Background: an optimization exercise with open tools, aiming at small area, a short achievable clock period and few clock cycles. Do not read the settings as production practice.
The RTL was checked by simulation tests, not by an equivalence proof against the original design.
No activity file was given, so power comes from the tool's default toggle rates.

// reindeer_core
module reindeer_core (
    input  logic        clk,
    input  logic        arst_n_i,
    input  logic        start_i,
    input  logic [11:0] start_address_i,
    input  logic [31:0] mem_read_data_i,
    input  logic        mem_read_ack_i,
    input  logic [42:0] ocd_reg_i,
    output logic [9:0]  mem_addr_o,
    output logic        mem_read_en_o,
    output logic [31:0] ocd_reg_read_data_o,
    output logic        paused_o,
    output logic [11:0] peek_pc_o,
    output logic [31:0] peek_ir_o
);
Size: about 3600 cells after synthesis, ~1200 flip-flops, roughly 180 I/O pins, about 52000 µm² of cells after synthesis.
export LEC_CHECK = 0
export CAP_MARGIN = 20
export CELL_PAD_IN_SITES_DETAIL_PLACEMENT = 2
export CELL_PAD_IN_SITES_GLOBAL_PLACEMENT = 2
export CORE_MARGIN = 2
export CORE_UTILIZATION = 30
export CTS_CLUSTER_DIAMETER = 80
export CTS_CLUSTER_SIZE = 20
export SETUP_SLACK_MARGIN = 2.5
export SLEW_MARGIN = 20
create_clock -name core_clock -period 6.0 [get_ports {clk}]
standard.sh (not shown) runs the stock make flow with config.mk's settings and CLKGATE_MAP_FILE= SYNTH_SCRIPT=/design/flow/synth_recipe.tcl, a recipe that flattens the netlist after the stock synthesis.
==> flow/flow/run.sh <==
#!/bin/bash
# The standard layout, except that the ports get plain buffers instead of
# the delay cells buffer_ports picks by default. Each port still has its own
# buffer; the resizer may size them later.
set -euo pipefail
export BUFFER_PORTS_ARGS="-buffer_cell sky130_fd_sc_hd__buf_2"
bash standard.sh > standard.log 2>&1
Testbench counts at the start, summed over its fixed seeds: cycles 23,918.
==> next run, changes <==
--- a/flow/design.v
+++ b/flow/design.v
@@ -172,27 +172,27 @@
     assign imm    = is_lui ? {h_q[31:12], 12'b0} : {{20{h_q[31]}}, h_q[31:20]};
     assign ev_d   = issue && (rd != 5'd0);
     assign nxt     = sv_q ? s_q : mem_read_data_i;
     assign raddr_d = keep ? h_q[24:20] : nxt[19:15];
     logic        fwdw_d;
     assign fwdw_d = ev_q && (rd_q == raddr_d);
     always_ff @(posedge clk) begin
         fwd_q  <= ev_d && (rd == raddr_d);
         fwdw_q <= fwdw_d;
         for (int i = 1; i < 32; i++) begin
-            oh_q[i] <= (raddr_d == 5'(i)) && !fwdw_d;
+            oh_q[i] <= (raddr_d == 5'(i)) && !fwdw_d && !paused_n;
         end
     end
     logic [31:1] rsel;
     always_comb begin
         for (int i = 1; i < 32; i++) begin
-            rsel[i] = run_q ? oh_q[i] : (ocd_raddr == 5'(i));
+            rsel[i] = oh_q[i] | (!run_q && (ocd_raddr == 5'(i)));
         end
         rdw = {32{fwdw_q}} & w_q;
         for (int i = 1; i < 32; i++) begin
             rdw = rdw | ({32{rsel[i]}} & rf[i]);
         end
     end
     logic        alt, sub, bsel;
     assign alt  = (h_q[31:25] == 7'b0100000) && (is_op || (f3 == 3'b101)) && !is_lui;
     assign sub  = !is_lui && (((f3 == 3'b000) && alt) || (f3 == 3'b010) || (f3 == 3'b011));
     assign bsel = is_op || !run_q;
The new run finished with timing, DRC and antenna clean; worst setup slack gets worse by 98 ps; via count fell slightly; cell area shrinks slightly; final cell count is lower slightly; count of clock-buffer cells in the layout rose by 1; routed wire length is lower slightly; non-clock buffer count is lower by 29.
Testbench counts after the change, summed over its fixed seeds: cycles 23,918.

* * *

== run 1 ==
The RTL this note starts from:
==> flow/design.v <==
package reindeer_pkg;
    localparam int XLEN          = 32;
    localparam int REG_ADDR_BITS = 5;
    localparam int MEM_ADDR_BITS = 10;
    localparam int PC_BITWIDTH   = MEM_ADDR_BITS + 2;
endpackage
`timescale 1ns/1ps
`default_nettype none
module reindeer_core (
    input  logic        clk,
    input  logic        arst_n_i,
    input  logic        start_i,
    input  logic [11:0] start_address_i,
    input  logic [31:0] mem_read_data_i,
    input  logic        mem_read_ack_i,
    input  logic [42:0] ocd_reg_i,
    output logic [9:0]  mem_addr_o,
    output logic        mem_read_en_o,
    output logic [31:0] ocd_reg_read_data_o,
    output logic        paused_o,
    output logic [11:0] peek_pc_o,
    output logic [31:0] peek_ir_o
);
    localparam logic [6:0] OPCODE_OP_IMM = 7'b0010011;
    localparam logic [6:0] OPCODE_OP     = 7'b0110011;
    localparam logic [6:0] OPCODE_LUI    = 7'b0110111;
    logic [4:0]  ocd_raddr;
    logic        ocd_we;
    logic [4:0]  ocd_waddr;
    logic [31:0] ocd_wdata;
    assign ocd_raddr = ocd_reg_i[42:38];
    assign ocd_we    = ocd_reg_i[37];
    assign ocd_waddr = ocd_reg_i[36:32];
    assign ocd_wdata = ocd_reg_i[31:0];
    logic        paused_q;    
    logic        run_q;       
    logic        out_q;       
    logic        live_q;      
    logic [9:0]  faddr_q;     
    logic [31:0] h_q, s_q;    
    logic        hv_q, sv_q;  
    logic        h_legal_q, h_op_q, s_legal_q, s_op_q;
    logic        dph_q;       
    logic        in_legal, in_op;
    logic        halt;        
    logic        halt_q;      
    logic        issue;       
    logic        keep;        
    logic        req;
    logic        arrive;
    logic        refill;      
    assign in_op    = (mem_read_data_i[6:0] == OPCODE_OP);
    assign in_legal = (mem_read_data_i[6:0] == OPCODE_OP_IMM) || in_op ||
                      (mem_read_data_i[6:0] == OPCODE_LUI);
    assign halt   = hv_q & ~h_legal_q;
    assign issue  = hv_q & h_legal_q & (~h_op_q | dph_q);
    assign keep   = hv_q & h_legal_q & h_op_q & ~dph_q;
    assign refill = ~hv_q | issue;
    logic        en0_q, en1_q;
    assign req    = mem_read_ack_i ? en1_q : en0_q;
    assign arrive = mem_read_ack_i & live_q & ~halt;
    logic        paused_n, halt_q_n, out_n, live_n, dph_n, hv_n, sv_n;
    logic        h_legal_n, h_op_n, s_op_n, s_take;
    logic        halt_n1, issue_n1;
    assign paused_n  = paused_q ? ~start_i : halt_q;
    assign halt_q_n  = halt & ~halt_q;
    assign out_n     = req | (out_q & ~mem_read_ack_i);
    assign live_n    = req | (live_q & ~mem_read_ack_i & ~halt);
    assign dph_n     = keep;
    assign hv_n      = halt ? ~halt_q : (refill ? (sv_q | arrive) : hv_q);
    assign sv_n      = halt ? 1'b0 : (refill ? (sv_q & arrive) : (sv_q | arrive));
    assign s_take    = arrive & ~(refill & ~sv_q);
    assign h_legal_n = refill ? (sv_q ? s_legal_q : in_legal) : h_legal_q;
    assign h_op_n    = refill ? (sv_q ? s_op_q : in_op) : h_op_q;
    assign s_op_n    = s_take ? in_op : s_op_q;
    assign halt_n1   = hv_n & ~h_legal_n;
    assign issue_n1  = hv_n & h_legal_n & (~h_op_n | dph_n);
    always_ff @(posedge clk or negedge arst_n_i) begin
        if (!arst_n_i) begin
            paused_q  <= 1'b1;
            run_q     <= 1'b0;
            halt_q    <= 1'b0;
            out_q     <= 1'b0;
            live_q    <= 1'b0;
            faddr_q   <= '0;
            h_q       <= '0;
            hv_q      <= 1'b0;
            sv_q      <= 1'b0;
            dph_q     <= 1'b0;
            en0_q     <= 1'b0;
            en1_q     <= 1'b0;
        end else begin
            paused_q <= paused_n;
            run_q    <= ~paused_n;
            halt_q   <= halt_q_n;
            out_q    <= out_n;
            live_q   <= live_n;
            dph_q    <= dph_n;
            hv_q     <= hv_n;
            sv_q     <= sv_n;
            en0_q    <= ~paused_n & ~halt_n1 & ~out_n;
            en1_q    <= ~paused_n & ~halt_n1 & (~out_n | ~(sv_n & issue_n1 & s_op_n));
            if (paused_q && start_i) begin
                faddr_q <= start_address_i[11:2];
            end else if (halt && !halt_q) begin
                faddr_q <= faddr_q - 10'd1 - {9'd0, sv_q} - {9'd0, live_q};
            end else if (req) begin
                faddr_q <= faddr_q + 10'd1;
            end
            if (!halt && refill) begin
                if (sv_q) begin
                    h_q <= s_q;
                end else if (arrive) begin
                    h_q <= mem_read_data_i;
                end
            end
        end
    end
    always_ff @(posedge clk) begin
        h_legal_q <= h_legal_n;
        h_op_q    <= h_op_n;
        s_op_q    <= s_op_n;
        if (s_take) begin
            s_q       <= mem_read_data_i;
            s_legal_q <= in_legal;
        end
    end
    assign mem_addr_o    = faddr_q;
    assign mem_read_en_o = req;
    assign paused_o      = paused_q;
    assign peek_pc_o     = {faddr_q, 2'b00};
    assign peek_ir_o     = h_q;
    logic [31:0] rf [1:31];
    logic        we;
    logic [4:0]  waddr;
    logic [31:0] wdata;
    logic [31:0] result;
    logic        ev_q;
    logic [4:0]  rd_q;
    logic [31:0] w_q;
    logic        wv_q;
    logic [4:0]  wrd_q;
    assign we    = paused_q ? ocd_we : wv_q;
    assign waddr = paused_q ? ocd_waddr : wrd_q;
    assign wdata = paused_q ? ocd_wdata : w_q;
    for (genvar i = 1; i < 32; i++) begin : g_rf
        logic wsel;
        assign wsel = we && (waddr == 5'(i));
        always_ff @(posedge clk) begin
            rf[i] <= ({32{wsel}} & wdata) | ({32{!wsel}} & rf[i]);
        end
    end
    logic [31:1] oh_q;        
    logic        fwd_q;       
    logic        fwdw_q;      
    logic [31:0] rdw;         
    logic [4:0]  raddr_d;
    logic [31:0] nxt;         
    logic        is_op, is_lui;
    logic [2:0]  f3;
    logic [4:0]  rd;
    logic [31:0] imm;
    logic [31:0] a_q, b_q;
    logic        sub_q, left_q, sra_q;
    logic [4:0]  shamt_q;     
    logic        sel_add_q, sel_lt_q, sel_ltu_q, sel_xor_q, sel_or_q, sel_and_q, sel_sh_q;
    logic        ev_d;
    assign is_op  = h_op_q;
    assign is_lui = (h_q[6:0] == OPCODE_LUI);
    assign f3     = h_q[14:12];
    assign rd     = h_q[11:7];
    assign imm    = is_lui ? {h_q[31:12], 12'b0} : {{20{h_q[31]}}, h_q[31:20]};
    assign ev_d   = issue && (rd != 5'd0);
    assign nxt     = sv_q ? s_q : mem_read_data_i;
    assign raddr_d = keep ? h_q[24:20] : nxt[19:15];
    logic        fwdw_d;
    assign fwdw_d = ev_q && (rd_q == raddr_d);
    always_ff @(posedge clk) begin
        fwd_q  <= ev_d && (rd == raddr_d);
        fwdw_q <= fwdw_d;
        for (int i = 1; i < 32; i++) begin
            oh_q[i] <= (raddr_d == 5'(i)) && !fwdw_d && !paused_n;
        end
    end
    logic [31:1] rsel;
    always_comb begin
        for (int i = 1; i < 32; i++) begin
            rsel[i] = oh_q[i] | (!run_q && (ocd_raddr == 5'(i)));
        end
        rdw = {32{fwdw_q}} & w_q;
        for (int i = 1; i < 32; i++) begin
            rdw = rdw | ({32{rsel[i]}} & rf[i]);
        end
    end
    logic        alt, sub, bsel;
    assign alt  = (h_q[31:25] == 7'b0100000) && (is_op || (f3 == 3'b101)) && !is_lui;
    assign sub  = !is_lui && (((f3 == 3'b000) && alt) || (f3 == 3'b010) || (f3 == 3'b011));
    assign bsel = is_op || !run_q;
    always_ff @(posedge clk) begin
        a_q <= ({32{dph_q}} & a_q) | ({32{!dph_q && !is_lui}} & (fwd_q ? result : rdw));
        b_q      <= (bsel ? rdw : imm) ^ {32{sub && run_q}};
        sub_q    <= sub;
        sel_add_q <= is_lui || (f3 == 3'b000);
        sel_lt_q  <= !is_lui && (f3 == 3'b010);
        sel_ltu_q <= !is_lui && (f3 == 3'b011);
        sel_xor_q <= !is_lui && (f3 == 3'b100);
        sel_or_q  <= !is_lui && (f3 == 3'b110);
        sel_and_q <= !is_lui && (f3 == 3'b111);
        sel_sh_q  <= !is_lui && (f3[1:0] == 2'b01);
        left_q    <= (f3 == 3'b001);
        shamt_q   <= bsel ? rdw[4:0] : imm[4:0];
        sra_q     <= alt && (f3 == 3'b101);
        rd_q     <= rd;
    end
    always_ff @(posedge clk or negedge arst_n_i) begin
        if (!arst_n_i) begin
            ev_q <= 1'b0;
            wv_q <= 1'b0;
        end else begin
            ev_q <= ev_d;
            wv_q <= ev_q;
        end
    end
    always_ff @(posedge clk) begin
        w_q   <= result;
        wrd_q <= rd_q;
    end
    logic [31:0] sh_in, sh_out, sh_res;
    logic [32:0] kg [0:6];
    logic [32:0] kp [0:6];
    logic [31:0] hp;
    assign hp = a_q ^ b_q;
    assign kg[0] = {a_q & b_q, sub_q};
    assign kp[0] = {hp, 1'b0};
    for (genvar l = 0; l < 6; l++) begin : g_ks
        for (genvar e = 0; e < 33; e++) begin : g_e
            if (e >= (1 << l)) begin : g_m
                assign kg[l+1][e] = kg[l][e] | (kp[l][e] & kg[l][e - (1 << l)]);
                assign kp[l+1][e] = kp[l][e] & kp[l][e - (1 << l)];
            end else begin : g_p
                assign kg[l+1][e] = kg[l][e];
                assign kp[l+1][e] = kp[l][e];
            end
        end
    end
    logic [31:0] c;
    assign c = kg[6][31:0];
    logic cmp0, cmp1;
    assign cmp1 = (sel_lt_q & (a_q[31] & b_q[31])) | (sel_ltu_q & ~(a_q[31] | b_q[31]));
    assign cmp0 = (sel_lt_q & (a_q[31] | b_q[31])) | (sel_ltu_q & ~(a_q[31] & b_q[31]));
    always_comb begin
        for (int i = 0; i < 32; i++) begin
            sh_in[i] = left_q ? a_q[31-i] : a_q[i];
        end
    end
    assign sh_out = 32'($signed({sra_q & a_q[31], sh_in}) >>> shamt_q);
    always_comb begin
        for (int i = 0; i < 32; i++) begin
            sh_res[i] = left_q ? sh_out[31-i] : sh_out[i];
        end
    end
    logic [31:0] early, r_c0, r_c1;
    assign early = ({32{sel_xor_q}} & (a_q ^ b_q)) |
                   ({32{sel_or_q}}  & (a_q | b_q)) |
                   ({32{sel_and_q}} & (a_q & b_q)) |
                   ({32{sel_sh_q}}  & sh_res);
    assign r_c0 = early | ({32{sel_add_q}} & hp);
    assign r_c1 = early | ({32{sel_add_q}} & ~hp);
    always_comb begin
        for (int i = 0; i < 32; i++) begin
            result[i] = c[i] ? r_c1[i] : r_c0[i];
        end
        result[0] = result[0] | (c[31] ? cmp1 : cmp0);
    end
    assign ocd_reg_read_data_o = b_q;
endmodule
`default_nettype wire
Settings: LEC_CHECK=0, CAP_MARGIN=20, CELL_PAD_IN_SITES_DETAIL_PLACEMENT=1, CELL_PAD_IN_SITES_GLOBAL_PLACEMENT=1, CORE_MARGIN=2, CORE_UTILIZATION=45, CTS_CLUSTER_DIAMETER=90, CTS_CLUSTER_SIZE=24, SETUP_SLACK_MARGIN=2.7, SLEW_MARGIN=20; clock period 6.0 ns.
Scripts as last shown in full above: flow/flow/run.sh
Both conditions hold for run 1: the flow ran to the end and the final layout passed the timing, DRC and antenna checks.
Testbench counts of run 1, summed over its fixed seeds: cycles 23,918.
Modified inputs, run 2 compared to run 1
--- a/flow/design.v
+++ b/flow/design.v
@@ -141,16 +141,16 @@
     logic        wv_q;
     logic [4:0]  wrd_q;
     assign we    = paused_q ? ocd_we : wv_q;
     assign waddr = paused_q ? ocd_waddr : wrd_q;
     assign wdata = paused_q ? ocd_wdata : w_q;
     for (genvar i = 1; i < 32; i++) begin : g_rf
-        logic wsel;
-        assign wsel = we && (waddr == 5'(i));
         always_ff @(posedge clk) begin
-            rf[i] <= ({32{wsel}} & wdata) | ({32{!wsel}} & rf[i]);
+            if (we && (waddr == 5'(i))) begin
+                rf[i] <= wdata;
+            end
         end
     end
     logic [31:1] oh_q;        
     logic        fwd_q;       
     logic        fwdw_q;      
     logic [31:0] rdw;         
@@ -194,13 +194,15 @@
     end
     logic        alt, sub, bsel;
     assign alt  = (h_q[31:25] == 7'b0100000) && (is_op || (f3 == 3'b101)) && !is_lui;
     assign sub  = !is_lui && (((f3 == 3'b000) && alt) || (f3 == 3'b010) || (f3 == 3'b011));
     assign bsel = is_op || !run_q;
     always_ff @(posedge clk) begin
-        a_q <= ({32{dph_q}} & a_q) | ({32{!dph_q && !is_lui}} & (fwd_q ? result : rdw));
+        if (!dph_q) begin
+            a_q <= is_lui ? '0 : (fwd_q ? result : rdw);
+        end
         b_q      <= (bsel ? rdw : imm) ^ {32{sub && run_q}};
         sub_q    <= sub;
         sel_add_q <= is_lui || (f3 == 3'b000);
         sel_lt_q  <= !is_lui && (f3 == 3'b010);
         sel_ltu_q <= !is_lui && (f3 == 3'b011);
         sel_xor_q <= !is_lui && (f3 == 3'b100);
On wire length, run 1 and run 2 are basically level.
Diff run 1 -> run 2: final worst slack dropped 0.12 ns, global-route usage barely changed.
Relative to run 1, fraction of power consumed by the clock network increased by 0.5 points in run 2.
Looking at run 1 and run 2, the flip-flop and latch share of the layout cell area is a wash.
Across both runs, met2 routing resource usage after global routing was higher for run 2 than for run 1.
In the reports for run 1 and run 2, the smaller post-layout total power belongs to run 1.
On die area, run 1 and run 2 are basically level.
Testbench counts of run 2, summed over its fixed seeds: cycles 23,918.

what the ideal ports hide:
No port has a modelled driver above. Below, the same layouts with a new extraction and two added sets of constraints.
Step 1 sets driving cells, clkbuf_16 on the clock port and buf_2 on the other inputs (assumed; they add their load-dependent delay and slew).
Step 2 moves the port delays by t, midway between the first and last clock arrival at a register: inputs arrive t later, outputs are due t later. That takes back most of the time a late clock gives input paths.
a / b / c = ideal ports / drivers / drivers and shift; a / b = the first two.
run	shift t [ns]	setup WS [ns]	worst data-port slew with drivers (ns)
the first run of note 1	0.791	2.450 / 2.450 / 1.746	0.14
the second run of note 1	0.792	2.352 / 2.399 / 1.607	0.11
run 1	0.780	2.682 / 2.704 / 1.942	0.07
run 2	0.800	2.559 / 2.559 / 1.820	0.07
After both steps setup and hold are still met in every run listed. The setup slack of the second run of note 1, which loses most, moves by +0.047 ns with the drivers and by -0.745 ns with both steps.
